This is an optimization exercise on Yosys and OpenROAD, whose aim is small area, a short achievable clock period and few clock cycles per item, not a production implementation. In this exercise RTL edits were held to simulation tests only and were not proved equivalent to the original.

===== design/flow/run.sh =====
#!/bin/bash
# synth_recipe.tcl (not shown) runs the flow's synth.tcl, then flattens the netlist and writes it again
# the make line also repeats each setting of config.mk as NAME=value (left out here)
make -C /OpenROAD-flow-scripts/flow DESIGN_CONFIG=/design/flow/config.mk WORK_HOME=/design/flow/orfs CLKGATE_MAP_FILE= SYNTH_SCRIPT=/design/flow/synth_recipe.tcl finish

===== design/flow/config.mk =====
export PLATFORM = sky130hd
export DESIGN_NAME = redmean_palette_quantizer
export DESIGN_NICKNAME = redmean_palette_quantizer
export VERILOG_FILES = /design/flow/design.v
export SDC_FILE = /design/flow/constraint.sdc
export NUM_CORES = 4
export LEC_CHECK = 0
export CAP_MARGIN = 20
export CORE_MARGIN = 2
export CORE_UTILIZATION = 40
export SLEW_MARGIN = 20

===== design/flow/constraint.sdc =====
create_clock -name core_clock -period 7.0 [get_ports {clk}]
set_input_delay 1.4000 -clock core_clock [delete_from_list [all_inputs] [get_ports {clk}]]
set_output_delay 1.4000 -clock core_clock [all_outputs]
set_load 0.01 [all_outputs]

===== design/flow/design.v =====
module rpq_palette_regs #(
    parameter int PALETTE_ENTRIES = 8
)
(
    input  logic                               clk,
    input  logic                               rst_n,
    input  logic                               cfg_valid,
    input  logic [2:0]                         cfg_index,
    input  logic [47:0]                        cfg_data,
    output logic [PALETTE_ENTRIES*24-1:0]      entry,
    output logic [7:0]                         live_mask
);
    localparam int ENTRY_W = 24;
    localparam int COUNT_W = 4;
    logic [3:0]         pair_we;
    logic               count_we;
    logic [COUNT_W-1:0] count_reg;
    always_comb
    begin
        pair_we  = '0;
        count_we = 1'b0;
        case (cfg_index)
            3'd0:    pair_we[0] = cfg_valid;
            3'd1:    pair_we[1] = cfg_valid;
            3'd2:    pair_we[2] = cfg_valid;
            3'd3:    pair_we[3] = cfg_valid;
            3'd4:    count_we   = cfg_valid;
            default: ;
        endcase
    end
    always_ff @(posedge clk or negedge rst_n)
    begin
        if (!rst_n)
        begin
            count_reg <= 4'd8;
        end
        else if (count_we)
        begin
            count_reg <= cfg_data[COUNT_W-1:0];
        end
    end
    for (genvar g = 0; g < PALETTE_ENTRIES; g++)
    begin : g_entry
        localparam int PAIR_SEL = g / 2;
        localparam int HALF_LO  = (g % 2) * ENTRY_W;
        logic [ENTRY_W-1:0] entry_reg;
        always_ff @(posedge clk or negedge rst_n)
        begin
            if (!rst_n)
            begin
                entry_reg <= '0;
            end
            else if (pair_we[PAIR_SEL])
            begin
                entry_reg <= cfg_data[HALF_LO +: ENTRY_W];
            end
        end
        assign entry[g*ENTRY_W +: ENTRY_W] = entry_reg;
    end
    for (genvar i = 0; i < 8; i++)
    begin : g_live
        if (i == 0)
        begin : g_first
            assign live_mask[i] = 1'b1;
        end
        else if (i < PALETTE_ENTRIES)
        begin : g_used
            assign live_mask[i] = (count_reg > COUNT_W'(i));
        end
        else
        begin : g_unused
            assign live_mask[i] = 1'b0;
        end
    end
endmodule
module rpq_distance_lane
(
    input  logic        clk,
    input  logic [3:0]  adv,
    input  logic [7:0]  red,
    input  logic [7:0]  green,
    input  logic [7:0]  blue,
    input  logic [23:0] entry,
    output logic [19:0] distance
);
    localparam int COLOR_W  = 8;
    localparam int SQ_W     = 16;
    localparam int WEIGHT_W = 10;
    localparam int PROD_W   = 26;
    localparam int TERM_W   = 18;
    localparam int DIST_W   = 20;
    localparam logic [WEIGHT_W-1:0] RED_BASE  = 10'd512;
    localparam logic [WEIGHT_W-1:0] BLUE_BASE = 10'd767;
    logic                s1, s2, s3, s4;
    logic [COLOR_W-1:0]  pal_r, pal_g, pal_b;
    logic [COLOR_W:0]    red_sum;
    logic [COLOR_W-1:0]  dr_next, dg_next, db_next;
    logic [COLOR_W-1:0]  rm_next;
    logic [COLOR_W-1:0]  dr_reg, dg_reg, db_reg;
    logic [COLOR_W-1:0]  rm_reg;
    logic [SQ_W-1:0]     dr_sq_reg, dg_sq_reg, db_sq_reg;
    logic [WEIGHT_W-1:0] wr_reg, wb_reg;
    logic [PROD_W-1:0]   red_prod, blue_prod;
    logic [TERM_W-1:0]   rc_reg, gc_reg, bc_reg;
    logic [DIST_W-1:0]   dist_reg;
    assign {s1, s2, s3, s4} = adv;
    assign pal_r = entry[23:16];
    assign pal_g = entry[15:8];
    assign pal_b = entry[7:0];
    always_comb
    begin
        red_sum = {1'b0, red} + {1'b0, pal_r};
        rm_next = red_sum[COLOR_W:1];
        dr_next = (red   > pal_r) ? red   - pal_r : pal_r - red;
        dg_next = (green > pal_g) ? green - pal_g : pal_g - green;
        db_next = (blue  > pal_b) ? blue  - pal_b : pal_b - blue;
    end
    always_ff @(posedge clk)
    begin
        if (s1)
        begin
            dr_reg <= dr_next;
            dg_reg <= dg_next;
            db_reg <= db_next;
            rm_reg <= rm_next;
        end
    end
    always_ff @(posedge clk)
    begin
        if (s2)
        begin
            dr_sq_reg <= SQ_W'(dr_reg) * SQ_W'(dr_reg);
            dg_sq_reg <= SQ_W'(dg_reg) * SQ_W'(dg_reg);
            db_sq_reg <= SQ_W'(db_reg) * SQ_W'(db_reg);
            wr_reg    <= RED_BASE + WEIGHT_W'(rm_reg);
            wb_reg    <= BLUE_BASE - WEIGHT_W'(rm_reg);
        end
    end
    assign red_prod  = PROD_W'(wr_reg) * PROD_W'(dr_sq_reg);
    assign blue_prod = PROD_W'(wb_reg) * PROD_W'(db_sq_reg);
    always_ff @(posedge clk)
    begin
        if (s3)
        begin
            rc_reg <= red_prod[PROD_W-1:8];
            gc_reg <= {dg_sq_reg, 2'b00};
            bc_reg <= blue_prod[PROD_W-1:8];
        end
    end
    always_ff @(posedge clk)
    begin
        if (s4)
        begin
            dist_reg <= DIST_W'(rc_reg) + DIST_W'(gc_reg) + DIST_W'(bc_reg);
        end
    end
    assign distance = dist_reg;
endmodule
module rpq_argmin_tree
(
    input  logic          clk,
    input  logic [2:0]    adv,
    input  logic [191:0]  slot,
    output logic [2:0]    best_index
);
    localparam int CAND_W = 24;
    logic t1, t2, t3;
    logic [4*CAND_W-1:0] l1_next, l1_reg;
    logic [2*CAND_W-1:0] l2_next, l2_reg;
    logic [CAND_W-1:0]   best_next;
    logic [2:0]          best_reg;
    assign {t1, t2, t3} = adv;
    for (genvar j = 0; j < 4; j++)
    begin : g_l1
        rpq_pick_nearer u_pick (
            .a   (slot[(2*j)*CAND_W +: CAND_W]),
            .b   (slot[(2*j+1)*CAND_W +: CAND_W]),
            .res (l1_next[j*CAND_W +: CAND_W])
        );
    end
    for (genvar j = 0; j < 2; j++)
    begin : g_l2
        rpq_pick_nearer u_pick (
            .a   (l1_reg[(2*j)*CAND_W +: CAND_W]),
            .b   (l1_reg[(2*j+1)*CAND_W +: CAND_W]),
            .res (l2_next[j*CAND_W +: CAND_W])
        );
    end
    rpq_pick_nearer u_pick_root (
        .a   (l2_reg[0 +: CAND_W]),
        .b   (l2_reg[CAND_W +: CAND_W]),
        .res (best_next)
    );
    always_ff @(posedge clk)
    begin
        if (t1)
        begin
            l1_reg <= l1_next;
        end
    end
    always_ff @(posedge clk)
    begin
        if (t2)
        begin
            l2_reg <= l2_next;
        end
    end
    always_ff @(posedge clk)
    begin
        if (t3)
        begin
            best_reg <= best_next[3:1];
        end
    end
    assign best_index = best_reg;
endmodule
module rpq_pick_nearer
(
    input  logic [23:0] a,
    input  logic [23:0] b,
    output logic [23:0] res
);
    assign res = (b[0] && (b[23:4] < a[23:4])) ? b : a;
endmodule
module redmean_palette_quantizer #(
    parameter int PALETTE_ENTRIES = 8
)
(
    input  logic        clk,
    input  logic        rst_n,
    input  logic        in_valid,
    output logic        in_stall,
    input  logic [7:0]  red,
    input  logic [7:0]  green,
    input  logic [7:0]  blue,
    output logic        out_valid,
    input  logic        out_stall,
    output logic [2:0]  best_index,
    input  logic        cfg_valid,
    output logic        cfg_ready,
    input  logic [2:0]  cfg_index,
    input  logic [47:0] cfg_data
);
    localparam int PIPE_STAGES = 7;
    localparam int TREE_SLOTS  = 8;
    localparam int DIST_W      = 20;
    localparam int CAND_W      = 24;
    logic [PIPE_STAGES-1:0] valid_reg;
    logic [PIPE_STAGES-1:0] valid_next;
    logic [PIPE_STAGES:0]   adv;
    logic [3:0]             lane_adv;
    logic [2:0]             tree_adv;
    logic [PALETTE_ENTRIES*24-1:0]     entry;
    logic [TREE_SLOTS-1:0]             live_mask;
    logic [PALETTE_ENTRIES*DIST_W-1:0] dist_lane;
    logic [TREE_SLOTS*CAND_W-1:0]      slot;
    assign cfg_ready = 1'b1;
    always_comb
    begin
        adv[PIPE_STAGES] = !out_stall;
        for (int k = PIPE_STAGES - 1; k >= 0; k--)
        begin
            adv[k] = !valid_reg[k] || adv[k+1];
        end
    end
    always_comb
    begin
        valid_next[0] = adv[0] ? in_valid : valid_reg[0];
        for (int k = 1; k < PIPE_STAGES; k++)
        begin
            valid_next[k] = adv[k] ? valid_reg[k-1] : valid_reg[k];
        end
    end
    always_ff @(posedge clk or negedge rst_n)
    begin
        if (!rst_n)
        begin
            valid_reg <= '0;
        end
        else
        begin
            valid_reg <= valid_next;
        end
    end
    assign in_stall  = !adv[0];
    assign out_valid = valid_reg[PIPE_STAGES-1];
    assign lane_adv = {adv[0], adv[1], adv[2], adv[3]};
    assign tree_adv = {adv[4], adv[5], adv[6]};
    rpq_palette_regs #(
        .PALETTE_ENTRIES (PALETTE_ENTRIES)
    ) u_palette (
        .clk       (clk),
        .rst_n     (rst_n),
        .cfg_valid (cfg_valid && cfg_ready),
        .cfg_index (cfg_index),
        .cfg_data  (cfg_data),
        .entry     (entry),
        .live_mask (live_mask)
    );
    for (genvar g = 0; g < PALETTE_ENTRIES; g++)
    begin : g_lane
        rpq_distance_lane u_lane (
            .clk      (clk),
            .adv      (lane_adv),
            .red      (red),
            .green    (green),
            .blue     (blue),
            .entry    (entry[g*24 +: 24]),
            .distance (dist_lane[g*DIST_W +: DIST_W])
        );
    end
    for (genvar s = 0; s < TREE_SLOTS; s++)
    begin : g_slot
        if (s < PALETTE_ENTRIES)
        begin : g_used
            assign slot[s*CAND_W +: CAND_W] = {dist_lane[s*DIST_W +: DIST_W], 3'(s), live_mask[s]};
        end
        else
        begin : g_unused
            assign slot[s*CAND_W +: CAND_W] = {DIST_W'(0), 3'(s), 1'b0};
        end
    end
    rpq_argmin_tree u_tree (
        .clk        (clk),
        .adv        (tree_adv),
        .slot       (slot),
        .best_index (best_index)
    );
endmodule

==> impl_metrics.yaml <==
run_status:
  outcome: "complete, no violations"
cells_and_area:
  largest_register_ffs: 192
  layout_cell_share_with_drive_strength_beyond_1: 0.0413
  sequential_cell_area_um2: 48500
  multi_input_combinational_cell_area_um2: 125000
  design.final.nets: 23000
  layout_area_growth_over_synthesis_pct: 8.67
  final_cell_area_um2: 202000
  final.fill_count: 44300
die:
  floorplan.initialDensity: 0.401
  rows: 250
  die_area_um2: 471000
  floorplan.die.height_um: 686
  placeableCoreArea_um2: 464000
  top_level_ports: 86
  die_w_um: 686
clock_network:
  cts_root_buffer: "clkbuf_16"
  cts_setup_buffers: 0
  clock_path_buffers: 4
  numCtsBuffers: 209
  count_of_h_tree_levels_built_during_cts: 4
  cts_num_sinks: 1650
  cts.repair.resized: 0
  cts-hold-fix-buffers: 0
  clkLatencyLatePin_ns: 0.95
  cts_tree: "done"
  clk_slew_on_worst_s_h_paths_ns: 0.06
synth:
  postSynthRegisterBits: 1650
  yosys.area.top_type_share: 0.234
  synth_edf_count: 1447
  syn_inst: 17900
  synth_top_area_cell: "edfxtp_1"
  synthFlopType: "edfxtp_1"
  synth.yosys.warnings: 4
  yosysSeqAreaShare: 0.261
  syn_area_per_cell_um2: 10.4
  post_synth_main_area_contributors: "edfxtp_1 (23%), fa_1 (23%), ha_1 (18%)"
  syn-cell-area_um2: 186000
  postSynth.asyncResetShare: 0.123
  synthDistinctLibCells: 82
grt:
  pin_count_of_the_biggest_net_entering_global_routing: 123
  grt.met2_usage: 0.339
  grt_use_total: 0.202
  grt-busiest-layer: "met2"
  remaining_global_route_overflow: 0
  grt_pass1_wl_um: 739000
  via_count_of_the_first_global_routing_pass: 128000
  groute.layer.met3.usage: 0.0222
  antenna_found_initial: 43
  groute.layer.met1.usage: 0.272
timing:
  post-route-period-util: 0.920
  slew-limit-headroom: 0.248
  setup_viol: 0
  final-max-slew-violation-count: 0
  fin_worst_skew_ns: 0.0684
  clock.fmax_mhz: 155
  period_needed_ns: 6.44
  hold_viol: 0
  unrepaired_setup_endpoints_after_global_routing: "false"
  tightest_slew_ns: 1.13
  worst_slack_ns: 0.559
routing:
  route.detailed.wl_per_inst_um: 19.1
  vias: 123000
  totalWireLength_um: 469000
  drt-initial-drc-count: 7536
  drtAntennaViolNets: 0
  drt-vias-per-instance: 5.01
  route.detailed.drc: 0
  detailedRoute.firstPassIterationCount: 8
placed_design:
  detailedPlacementHpwl_um: 380000
  pre_cts_ws_ns: 0.679
  numPortBuffers: 84
  placer_s_final_routability_congestion_estimate: 0.898
  detailed_place.area_um2: 195000
min_path:
  worst_hold_path_type: "in -> async"
critical_path:
  critPathRequiredTime_ns: 7.67
  arrival_ns: 7.11
  setup.worst_path.class: "reg -> reg"
  crit_path_max_fanout: 9
  crit_path_start_kind: "register"
  critPathCaptureType: "register"
run:
  drv.max_cap_violation_count: 0
==> cell usage after synthesis, types with 202 or more instances <==
cell,count
edfxtp_1,1447
o21ai_0,482
nor2b_1,246
fa_1,2121
and2_1,1288
a21oi_1,620
xor2_1,332
dfrtp_1,202
nor2_1,628
a21o_1,408
clkbuf_1,294
xnor2_1,722
ha_1,2652
inv_1,3216
nand2_1,1609
==> worst paths after layout <==
check,from,endpoint,slack (ns),depth (start not counted)
worst max-delay path,g_lane[0].u_lane.db_sq_reg[7],g_lane[0].u_lane.bc_reg[17],0.56,22
worst min-delay path,rst_n,valid_reg[2],0.40,1
worst max register to register,g_lane[0].u_lane.db_sq_reg[7],g_lane[0].u_lane.bc_reg[17],0.56,22
worst min register to register,g_lane[4].u_lane.dg_sq_reg[0],g_lane[4].u_lane.gc_reg[2],0.41,0
max in group asynchronous,rst_n,u_palette.g_entry[1].entry_reg[2],5.17,2
min in group core_clock,g_lane[4].u_lane.dg_sq_reg[0],g_lane[4].u_lane.gc_reg[2],0.41,0
==> cells by family (layout without fill, tap and decap cells) <==
group	count (synthesis)	count (layout)	synth area share
xor+xnor	1054	1054	0.0496
simple gates	4374	4374	0.116
other cells	2	142	0.0000404
buf+inv	3531	3822	0.0713
mux	342	342	0.0197
compound gates	2192	2192	0.0760
flops	1650	1650	0.261
fa+ha+maj	4773	4773	0.407
==> critical path, stage by stage, from the launching register on <==
cell	delay, ns
edfxtp_1	0.55
nand2_1	0.13
fa_1	0.55
inv_1	0.05
fa_1	0.49
inv_1	0.06
fa_1	0.53
inv_1	0.05
fa_1	0.47
inv_1	0.05
fa_1	0.47
inv_1	0.04
ha_1	0.20
nor4_1	0.31
o21ai_0	0.24
a221oi_2	0.50
a211oi_1	0.20
o211a_1	0.27
o21a_1	0.18
o21a_1	0.20
or3_1	0.33
a31oi_1	0.21
xnor2_1	0.09
==> layout make-up <==
class	instances	area share
clock inverters	147	0.00852
diodes	49	0.000606
repair buffers	217	0.00942
clock buffers	242	0.0267
inverters	3216	0.0597
well taps	6174	0.0382
flip-flops and latches	1650	0.240
multi-input cells	12800	0.617
==> through the flow <==
step | hold slack [ns] | cells | util | TNS (ns)
after floorplan | 0.400 | 18000 | - | -4924.58
after global placement | 0.401 | 24100 | 0.421 | 0
after detailed placement | 0.405 | 24100 | 0.421 | 0
after CTS | 0.367 | 24500 | 0.436 | 0
after global routing | 0.383 | 24500 | 0.436 | 0
final | 0.396 | 24500 | 0.436 | 0
==> layer usage <==
| layer | vias up | part of all wire | routed length (um) |
|---|---|---|---|
| li1 | 58500 | - | - |
| met1 | 61600 | 0.45 | 209000 |
| met2 | 2207 | 0.47 | 221000 |
| met3 | 569 | 0.043 | 20200 |
| met4 | 4 | 0.040 | 19000 |
| met5 | - | 0.000058 | 27 |
==> layout by cell type, fill, tap and decap left out, types with 246 or more instances in the layout <==
cell      netlist  layout
inv_1        3216    3213
ha_1         2652    2652
fa_1         2121    2121
nand2_1      1609    1607
edfxtp_1     1447    1447
and2_1       1288    1288
xnor2_1       722     722
nor2_1        628     628
a21oi_1       620     620
o21ai_0       482     482
a21o_1        408     408
xor2_1        332     332
nor2b_1       246     246
Testbench counts, summed over its fixed seeds: cycles 8,248, items 8,192.

## separate check: timing with driven ports
No port has a modelled driver above. Below, the same layout with a new extraction and two added sets of constraints. Step 1 assumes that a clkbuf_16 drives the clock port and a buf_2 every other input. Step 2 times the ports against the registers' clock, not the clock port: input delays grow and output delays shrink by t, the midpoint of the rising clock arrivals with the driver on. Slacks: no drivers / after step 1 / after step 2; pairs: no drivers / after step 1.
t (ns): 1.030
setup slack, ns: 0.559 / 0.559 / 0.559
worst register clock-pin slew, ns: 0.07 / 0.07
After both steps setup and hold are still met in this run. For this run, drivers alone change the setup slack by 0.000 ns; drivers and shift together by 0.000 ns.
